Source: an optimization exercise on an open RTL-to-GDS flow (aim: small area). Production flows keep margins and buffers that such runs may drop. In this exercise RTL edits were held to simulation tests only and were not proved equivalent to the original. The clock port is modelled as an ideal driver; clocking choices that lean on that would not hold on a real chip. Power is estimated from default activity; no workload was simulated.

== v55 ==
Design prbs_link_tester, start of the top module:
module prbs_link_tester (
   input  logic                        clock_async,
   input  logic                        reset,
   input  logic                        inj_err,
   input  logic                        cnt_clear,
   output logic [71:0]                 tx_frame0,
   output logic [71:0]                 tx_frame1,
   input  logic [71:0]                 rx_frame0,
   input  logic [71:0]                 rx_frame1,
   output logic [74:0]                 status0,
   output logic [74:0]                 status1
);
Settings: LEC_CHECK=0, CAP_MARGIN=20, CORE_MARGIN=2, CORE_UTILIZATION=65, PLACE_DENSITY=0.75, SLEW_MARGIN=20, SYNTH_HIERARCHICAL=1; clock period 4.0 ns.
standard.sh (not shown) runs the stock make flow with config.mk's settings and CLKGATE_MAP_FILE= SYNTH_SCRIPT=/design/flow/synth_recipe.tcl, a recipe that flattens the netlist after the stock synthesis.
==> flow/flow/run.sh <==
#!/bin/bash
# Standard ORFS layout with these changes: combinational cells come out of
# synthesis at drive strength 1 and the steps after synthesis may not use
# cells of drive strength 4 or more (other than clock buffers), ports are
# buffered with the smallest buffer, and CTS uses small clock buffers
# without dummy loads, with the cluster size and diameter picked from a few
# candidates as the ones giving the least clock buffer area while the
# estimated flip-flop clock-pin slew stays at most 110 ps. Synthesis itself
# is the standard one.
set -euo pipefail
PLATFORM_DONT_USE=" sky130_fd_sc_hd__probe_p_8 sky130_fd_sc_hd__probec_p_8 sky130_fd_sc_hd__lpflow_bleeder_1 sky130_fd_sc_hd__lpflow_clkbufkapwr_1 sky130_fd_sc_hd__lpflow_clkbufkapwr_16 sky130_fd_sc_hd__lpflow_clkbufkapwr_2 sky130_fd_sc_hd__lpflow_clkbufkapwr_4 sky130_fd_sc_hd__lpflow_clkbufkapwr_8 sky130_fd_sc_hd__lpflow_clkinvkapwr_1 sky130_fd_sc_hd__lpflow_clkinvkapwr_16 sky130_fd_sc_hd__lpflow_clkinvkapwr_2 sky130_fd_sc_hd__lpflow_clkinvkapwr_4 sky130_fd_sc_hd__lpflow_clkinvkapwr_8 sky130_fd_sc_hd__lpflow_decapkapwr_12 sky130_fd_sc_hd__lpflow_decapkapwr_3 sky130_fd_sc_hd__lpflow_decapkapwr_4 sky130_fd_sc_hd__lpflow_decapkapwr_6 sky130_fd_sc_hd__lpflow_decapkapwr_8 sky130_fd_sc_hd__lpflow_inputiso0n_1 sky130_fd_sc_hd__lpflow_inputiso0p_1 sky130_fd_sc_hd__lpflow_inputiso1n_1 sky130_fd_sc_hd__lpflow_inputiso1p_1 sky130_fd_sc_hd__lpflow_inputisolatch_1 sky130_fd_sc_hd__lpflow_isobufsrc_1 sky130_fd_sc_hd__lpflow_isobufsrc_16 sky130_fd_sc_hd__lpflow_isobufsrc_2 sky130_fd_sc_hd__lpflow_isobufsrc_4 sky130_fd_sc_hd__lpflow_isobufsrc_8 sky130_fd_sc_hd__lpflow_isobufsrckapwr_16 sky130_fd_sc_hd__lpflow_lsbuf_lh_hl_isowell_tap_1 sky130_fd_sc_hd__lpflow_lsbuf_lh_hl_isowell_tap_2 sky130_fd_sc_hd__lpflow_lsbuf_lh_hl_isowell_tap_4 sky130_fd_sc_hd__lpflow_lsbuf_lh_isowell_4 sky130_fd_sc_hd__lpflow_lsbuf_lh_isowell_tap_1 sky130_fd_sc_hd__lpflow_lsbuf_lh_isowell_tap_2 sky130_fd_sc_hd__lpflow_lsbuf_lh_isowell_tap_4 "
BIG_CELLS="sky130_fd_sc_hd__a2111o_4 sky130_fd_sc_hd__a2111oi_4 sky130_fd_sc_hd__a211o_4 sky130_fd_sc_hd__a211oi_4 sky130_fd_sc_hd__a21bo_4 sky130_fd_sc_hd__a21boi_4 sky130_fd_sc_hd__a21o_4 sky130_fd_sc_hd__a21oi_4 sky130_fd_sc_hd__a221o_4 sky130_fd_sc_hd__a221oi_4 sky130_fd_sc_hd__a22o_4 sky130_fd_sc_hd__a22oi_4 sky130_fd_sc_hd__a2bb2o_4 sky130_fd_sc_hd__a2bb2oi_4 sky130_fd_sc_hd__a311o_4 sky130_fd_sc_hd__a311oi_4 sky130_fd_sc_hd__a31o_4 sky130_fd_sc_hd__a31oi_4 sky130_fd_sc_hd__a32o_4 sky130_fd_sc_hd__a32oi_4 sky130_fd_sc_hd__a41o_4 sky130_fd_sc_hd__a41oi_4 sky130_fd_sc_hd__and2_4 sky130_fd_sc_hd__and2b_4 sky130_fd_sc_hd__and3_4 sky130_fd_sc_hd__and3b_4 sky130_fd_sc_hd__and4_4 sky130_fd_sc_hd__and4b_4 sky130_fd_sc_hd__and4bb_4 sky130_fd_sc_hd__buf_12 sky130_fd_sc_hd__buf_16 sky130_fd_sc_hd__buf_4 sky130_fd_sc_hd__buf_6 sky130_fd_sc_hd__buf_8 sky130_fd_sc_hd__bufbuf_16 sky130_fd_sc_hd__bufbuf_8 sky130_fd_sc_hd__bufinv_16 sky130_fd_sc_hd__bufinv_8 sky130_fd_sc_hd__ebufn_4 sky130_fd_sc_hd__ebufn_8 sky130_fd_sc_hd__einvn_4 sky130_fd_sc_hd__einvn_8 sky130_fd_sc_hd__einvp_4 sky130_fd_sc_hd__einvp_8 sky130_fd_sc_hd__fa_4 sky130_fd_sc_hd__ha_4 sky130_fd_sc_hd__inv_12 sky130_fd_sc_hd__inv_16 sky130_fd_sc_hd__inv_4 sky130_fd_sc_hd__inv_6 sky130_fd_sc_hd__inv_8 sky130_fd_sc_hd__maj3_4 sky130_fd_sc_hd__mux2_4 sky130_fd_sc_hd__mux2_8 sky130_fd_sc_hd__mux2i_4 sky130_fd_sc_hd__mux4_4 sky130_fd_sc_hd__nand2_4 sky130_fd_sc_hd__nand2_8 sky130_fd_sc_hd__nand2b_4 sky130_fd_sc_hd__nand3_4 sky130_fd_sc_hd__nand3b_4 sky130_fd_sc_hd__nand4_4 sky130_fd_sc_hd__nand4b_4 sky130_fd_sc_hd__nand4bb_4 sky130_fd_sc_hd__nor2_4 sky130_fd_sc_hd__nor2_8 sky130_fd_sc_hd__nor2b_4 sky130_fd_sc_hd__nor3_4 sky130_fd_sc_hd__nor3b_4 sky130_fd_sc_hd__nor4_4 sky130_fd_sc_hd__nor4b_4 sky130_fd_sc_hd__nor4bb_4 sky130_fd_sc_hd__o2111a_4 sky130_fd_sc_hd__o2111ai_4 sky130_fd_sc_hd__o211a_4 sky130_fd_sc_hd__o211ai_4 sky130_fd_sc_hd__o21a_4 sky130_fd_sc_hd__o21ai_4 sky130_fd_sc_hd__o21ba_4 sky130_fd_sc_hd__o21bai_4 sky130_fd_sc_hd__o221a_4 sky130_fd_sc_hd__o221ai_4 sky130_fd_sc_hd__o22a_4 sky130_fd_sc_hd__o22ai_4 sky130_fd_sc_hd__o2bb2a_4 sky130_fd_sc_hd__o2bb2ai_4 sky130_fd_sc_hd__o311a_4 sky130_fd_sc_hd__o311ai_4 sky130_fd_sc_hd__o31a_4 sky130_fd_sc_hd__o31ai_4 sky130_fd_sc_hd__o32a_4 sky130_fd_sc_hd__o32ai_4 sky130_fd_sc_hd__o41a_4 sky130_fd_sc_hd__o41ai_4 sky130_fd_sc_hd__or2_4 sky130_fd_sc_hd__or2b_4 sky130_fd_sc_hd__or3_4 sky130_fd_sc_hd__or3b_4 sky130_fd_sc_hd__or4_4 sky130_fd_sc_hd__or4b_4 sky130_fd_sc_hd__or4bb_4 sky130_fd_sc_hd__xnor2_4 sky130_fd_sc_hd__xnor3_4 sky130_fd_sc_hd__xor2_4 sky130_fd_sc_hd__xor3_4 "
BASE="-sink_clustering_enable -repair_clock_nets -buf_list sky130_fd_sc_hd__clkbuf_4 -dont_use_dummy_load"
CTS="$BASE -root_buf sky130_fd_sc_hd__clkbuf_8 -sink_clustering_size 10 -sink_clustering_max_diameter 40"
ARGS=("BUFFER_PORTS_ARGS=-buffer_cell sky130_fd_sc_hd__buf_1" "DONT_USE_CELLS=$PLATFORM_DONT_USE $BIG_CELLS")
export PLATFORM_DIR=$FLOW_HOME/platforms/sky130hd
RES=orfs/results/sky130hd/prbs_link_tester/base

bash standard.sh "BUFFER_PORTS_ARGS=-buffer_cell sky130_fd_sc_hd__buf_1" synth > orfs_synth.log 2>&1
ODB=$RES/1_synth.odb openroad -no_init -exit flow/downsize.tcl > downsize.log 2>&1
bash standard.sh "${ARGS[@]}" "CTS_ARGS=$CTS" place > orfs_place.log 2>&1

# pick the CTS arguments
best_area=1e9
: > cts_try.log
for sd in "10 40" "10 45" "10 50" "10 55" "11 45" "11 50" "11 55" "12 50" "12 55" "12 60"; do
  set -- $sd
  try="$BASE -root_buf sky130_fd_sc_hd__clkbuf_4 -sink_clustering_size $1 -sink_clustering_max_diameter $2"
  out=$(TRY_ARGS="$try" ODB=$RES/3_place.odb SDC=$RES/3_place.sdc \
    openroad -no_init -exit flow/cts_try.tcl 2>&1 | tee -a cts_try.log | grep '^CTS_TRY' || true)
  echo "$sd: $out" >> cts_try.log
  set -- $out
  if [[ $# -eq 3 ]] && awk -v a="$2" -v s="$3" -v b="$best_area" 'BEGIN { exit !(s <= 110 && a < b) }'; then
    best_area=$2
    CTS="$try"
  fi
done
echo "chosen: $CTS" >> cts_try.log

bash standard.sh "${ARGS[@]}" "CTS_ARGS=$CTS" finish > orfs_make.log 2>&1
Other scripts of this flow, unchanged in this note and not shown: flow/flow/cts_try.tcl, flow/flow/downsize.tcl
--- input diff v55..v10 ---
Settings: CORE_UTILIZATION now 75, was 65; PLACE_DENSITY now 0.85, was 0.75.
==> comparison <==
- Against v55, v10 comes in 0.44 points lower on fraction of the cycle the final worst path needs.
- Delta (v10 minus v55): design internal power -0.52%; final worst slack went up.
- v10 against v55: count of clock-buffer cells in the layout saw a decrease; worst-case hold slack level; number of antenna violations at the first check in global routing was more or less identical.
#### Input delta (v32 over v10)
Settings: PLACE_DENSITY: 0.85 -> 0.65; CORE_UTILIZATION: 75 -> 55.
Notes after the runs:
On v32: cell area is 0.99% higher than what v10 gave.
v32 has more setup slack than v10.
On headroom to the max-slew limit: between v10 and v32, it ends up lower for v32.
Measured against each other, v10 and v32 differ in clock group share of total power, the lower figure coming from v10.
Diff v10 -> v32 | synthesis-to-finish area growth | increase of 1.1 points
v32 vs v10: peak supply drop down in v32
Combinational power share on v32 is down relative to v10.
Re highest achievable clock rate: v32 is 3.3% up on v10.

========
## maple
Starting RTL as in the previous note.
==> flow/config.mk <==
export PLATFORM = sky130hd
export DESIGN_NAME = prbs_link_tester
export DESIGN_NICKNAME = prbs_link_tester
export VERILOG_FILES = /design/flow/design.v
export SDC_FILE = /design/flow/constraint.sdc
export NUM_CORES = 4
export LEC_CHECK = 0
export CAP_MARGIN = 20
export CORE_MARGIN = 2
export CORE_UTILIZATION = 65
export PLACE_DENSITY = 0.75
export SLEW_MARGIN = 20
export SYNTH_HIERARCHICAL = 1
==> flow/constraint.sdc <==
create_clock -name core_clock -period 4.0 [get_ports {clock_async}]
set_input_delay 0.8000 -clock core_clock [delete_from_list [all_inputs] [get_ports {clock_async}]]
set_output_delay 0.8000 -clock core_clock [all_outputs]
set_load 0.01 [all_outputs]
==> flow/flow/run.sh <==
#!/bin/bash
# Standard ORFS layout with three changes: combinational cells come out of
# synthesis at drive strength 1 (placement repair sizes up what needs it),
# ports are buffered with the smallest buffer, and CTS uses small clock
# buffers in clusters of at most 10 sinks, without dummy loads.
set -euo pipefail
CTS="-sink_clustering_enable -repair_clock_nets -buf_list sky130_fd_sc_hd__clkbuf_4 -root_buf sky130_fd_sc_hd__clkbuf_8 -dont_use_dummy_load -sink_clustering_size 10 -sink_clustering_max_diameter 40"
ARGS=("BUFFER_PORTS_ARGS=-buffer_cell sky130_fd_sc_hd__buf_1" "CTS_ARGS=$CTS")
bash standard.sh "${ARGS[@]}" synth > orfs_synth.log 2>&1
RES=orfs/results/sky130hd/prbs_link_tester/base
PLATFORM_DIR=$FLOW_HOME/platforms/sky130hd ODB=$RES/1_synth.odb \
  openroad -no_init -exit flow/downsize.tcl > downsize.log 2>&1
bash standard.sh "${ARGS[@]}" finish > orfs_make.log 2>&1
==> flow/flow/downsize.tcl <==
# Swap every combinational cell that synthesis gave a drive strength above 1
# for the same cell at strength 1; the placement repair sizes up again
# whatever then needs it.
read_lef $::env(PLATFORM_DIR)/lef/sky130_fd_sc_hd.tlef
read_lef $::env(PLATFORM_DIR)/lef/sky130_fd_sc_hd_merged.lef
read_db $::env(ODB)
set db [ord::get_db]
set n 0
foreach inst [[ord::get_db_block] getInsts] {
  set m [[$inst getMaster] getName]
  if {[regexp {^(sky130_fd_sc_hd__[a-z0-9]+)_([0-9]+)$} $m -> base drive]} {
    if {$drive > 1 && ![string match "*df*" $base] && ![string match "*buf*" $base] && ![string match "*conb*" $base]} {
      set small [$db findMaster ${base}_1]
      if {$small != "NULL"} {
        $inst swapMaster $small
        incr n
      }
    }
  }
}
puts "downsized $n instances"
write_db $::env(ODB)
maple reached the final stage; the timing, DRC and antenna checks on its layout passed.
Input-level comparison between lagoon and maple:
- clearing PLACE_DENSITY, which used to be 0.75
- swapping 65 for 40 in CORE_UTILIZATION
==> flow/flow/run.sh <==
#!/bin/bash
# Standard ORFS layout with two changes: ports are buffered with the
# smallest buffer, and CTS uses small clock buffers in larger clusters,
# without dummy loads.
set -euo pipefail
CTS="-sink_clustering_enable -repair_clock_nets -buf_list sky130_fd_sc_hd__clkbuf_4 -root_buf sky130_fd_sc_hd__clkbuf_8 -dont_use_dummy_load ${CTS_EXTRA:--sink_clustering_size 10 -sink_clustering_max_diameter 40}"
bash standard.sh \
  "BUFFER_PORTS_ARGS=-buffer_cell sky130_fd_sc_hd__buf_1" \
  "CTS_ARGS=$CTS" \
  RECOVER_POWER=100 \
  finish > orfs_make.log 2>&1
removed: flow/flow/downsize.tcl
## What came out
- [lagoon] flow finished | final checks: failed | reasons: max-capacitance violations, max-slew violations
- Summary: with maple as the reference, well tap count in lagoon moved up by more than half.
- Run comparison: maple end point of the critical path i_lane1.i_counters.good_count[41]; lagoon end point of the critical path i_lane0.i_counters.good_count[41]
- [lagoon vs maple] share of final layout cell area taken by clock buffers and inverters: higher in lagoon
- Fraction of power consumed by combinational cells is lower on lagoon
- lagoon gives less fraction of met1 tracks used by global routing than maple did.
- [compare] base=maple new=lagoon: initial standard-cell utilization of the core now smaller; ratio of cells with drive above 1 in the final layout now larger.
- Looking at startpoint of the worst setup timing path, the i_lane0.i_counters.good_count[16] result is from lagoon; the i_lane1.i_counters.good_count[12] one comes from maple.
- The die area of lagoon is higher than that of maple.
- Power: lagoon draws more than maple
- Against maple, count of clock-buffer cells in the layout in lagoon rose by more than 10%.
## Diff of input files: violet against lagoon
diff --git a/flow/flow/run.sh b/flow/flow/run.sh
--- a/flow/flow/run.sh
+++ b/flow/flow/run.sh
@@ -6 +6 @@
-CTS="-sink_clustering_enable -repair_clock_nets -buf_list sky130_fd_sc_hd__clkbuf_4 -root_buf sky130_fd_sc_hd__clkbuf_8 -dont_use_dummy_load ${CTS_EXTRA:--sink_clustering_size 10 -sink_clustering_max_diameter 40}"
+CTS="-sink_clustering_enable -repair_clock_nets -buf_list sky130_fd_sc_hd__clkbuf_8 -root_buf sky130_fd_sc_hd__clkbuf_8 -dont_use_dummy_load ${CTS_EXTRA:--sink_clustering_size 20 -sink_clustering_max_diameter 50}"
@@ -10 +9,0 @@
-  RECOVER_POWER=100 \
Results
violet: done, clean on timing, DRC and antenna
In violet, maximum frequency is higher than in lagoon.
violet vs. lagoon: detailed-route wire length on metal 1 went down by about 0.6%, data required time at the worst endpoint lower.
violet against lagoon: hold slack has decreased; sum of routed wire length over all layers fell by about 0.3%.
lagoon and violet ended up with roughly the same sink count of the clock tree.
Per the comparison of violet with lagoon, critical path depth held steady, clock network power grew by about 10%, number of H-tree levels level, post-route total power up 3.1%, first-pass GRT wire length lower.
### violet -> quartz
- swapping 40 for 72 in CORE_UTILIZATION
- putting PLACE_DENSITY at 0.82 where nothing was set
==> flow/flow/run.sh <==
#!/bin/bash
# Standard ORFS layout with three changes: combinational cells come out of
# synthesis at drive strength 1 (placement repair sizes up what needs it),
# ports are buffered with the smallest buffer, and CTS uses small clock
# buffers in clusters of at most 10 sinks, without dummy loads.
set -euo pipefail
CTS="-sink_clustering_enable -repair_clock_nets -buf_list sky130_fd_sc_hd__clkbuf_4 -root_buf sky130_fd_sc_hd__clkbuf_8 -dont_use_dummy_load -sink_clustering_size 10 -sink_clustering_max_diameter 40"
ARGS=("BUFFER_PORTS_ARGS=-buffer_cell sky130_fd_sc_hd__buf_1" "CTS_ARGS=$CTS")
bash standard.sh "${ARGS[@]}" synth > orfs_synth.log 2>&1
RES=orfs/results/sky130hd/prbs_link_tester/base
PLATFORM_DIR=$FLOW_HOME/platforms/sky130hd ODB=$RES/1_synth.odb \
  openroad -no_init -exit flow/downsize.tcl > downsize.log 2>&1
bash standard.sh "${ARGS[@]}" finish > orfs_make.log 2>&1
==> flow/flow/downsize.tcl (new file) <==
# Swap every combinational cell that synthesis gave a drive strength above 1
# for the same cell at strength 1; the placement repair sizes up again
# whatever then needs it.
read_lef $::env(PLATFORM_DIR)/lef/sky130_fd_sc_hd.tlef
read_lef $::env(PLATFORM_DIR)/lef/sky130_fd_sc_hd_merged.lef
read_db $::env(ODB)
set db [ord::get_db]
set n 0
foreach inst [[ord::get_db_block] getInsts] {
  set m [[$inst getMaster] getName]
  if {[regexp {^(sky130_fd_sc_hd__[a-z0-9]+)_([0-9]+)$} $m -> base drive]} {
    if {$drive > 1 && ![string match "*df*" $base] && ![string match "*buf*" $base] && ![string match "*conb*" $base]} {
      set small [$db findMaster ${base}_1]
      if {$small != "NULL"} {
        $inst swapMaster $small
        incr n
      }
    }
  }
}
puts "downsized $n instances"
write_db $::env(ODB)
Results
Of quartz and violet, the higher share of total power in sequential cells belongs to quartz. From violet to quartz, count of final setup violators did not move at all. quartz vs. violet: global-route met2 utilization rose 22 points, cell area after layout fell 560 um^2, global-route usage over all layers rose 14 points, initial cell density of the core rose 32 points. Compared to violet, quartz has minimum period implied by the final worst setup slack 64 ps higher. | power share of the combinational group | lower: violet |. Compared with violet, quartz shows a power that is 4.4% lower.

[afterwards: timing with drivers on the ports]
No port has a modelled driver above. Below, the same layouts with a new extraction and two added sets of constraints. Step 1 (the two cells are an assumption about what drives the block):
set clk [get_ports {clock_async}]
set_driving_cell -lib_cell sky130_fd_sc_hd__clkbuf_16 $clk
set_driving_cell -lib_cell sky130_fd_sc_hd__buf_2 [delete_from_list [all_inputs] $clk]
Step 2 also shifts input and output timing later by t, the mid clock arrival at the registers, as if the neighbouring blocks saw the same clock. Slacks: ideal / step 1 / step 2; pairs: ideal / step 1.
run	t, ns	setup WS [ns]	hold WS [ns]	worst setup path at the end	pins driven straight from the clock port
v55	0.656	0.275 / 0.275 / 0.275	0.338 / 0.338 / 0.338	register to register	1
v10	0.668	0.292 / 0.292 / 0.292	0.339 / 0.339 / 0.339	register to register	1
v32	0.654	0.412 / 0.412 / 0.412	0.301 / 0.304 / 0.355	register to register	1
maple	0.546	0.333 / 0.333 / 0.333	0.334 / 0.334 / 0.334	register to register	1
lagoon	0.579	0.358 / 0.358 / 0.358	0.337 / 0.337 / 0.337	register to register	1
violet	0.553	0.371 / 0.371 / 0.371	0.331 / 0.331 / 0.331	register to register	1
quartz	0.560	0.306 / 0.306 / 0.306	0.356 / 0.356 / 0.356	register to register	1
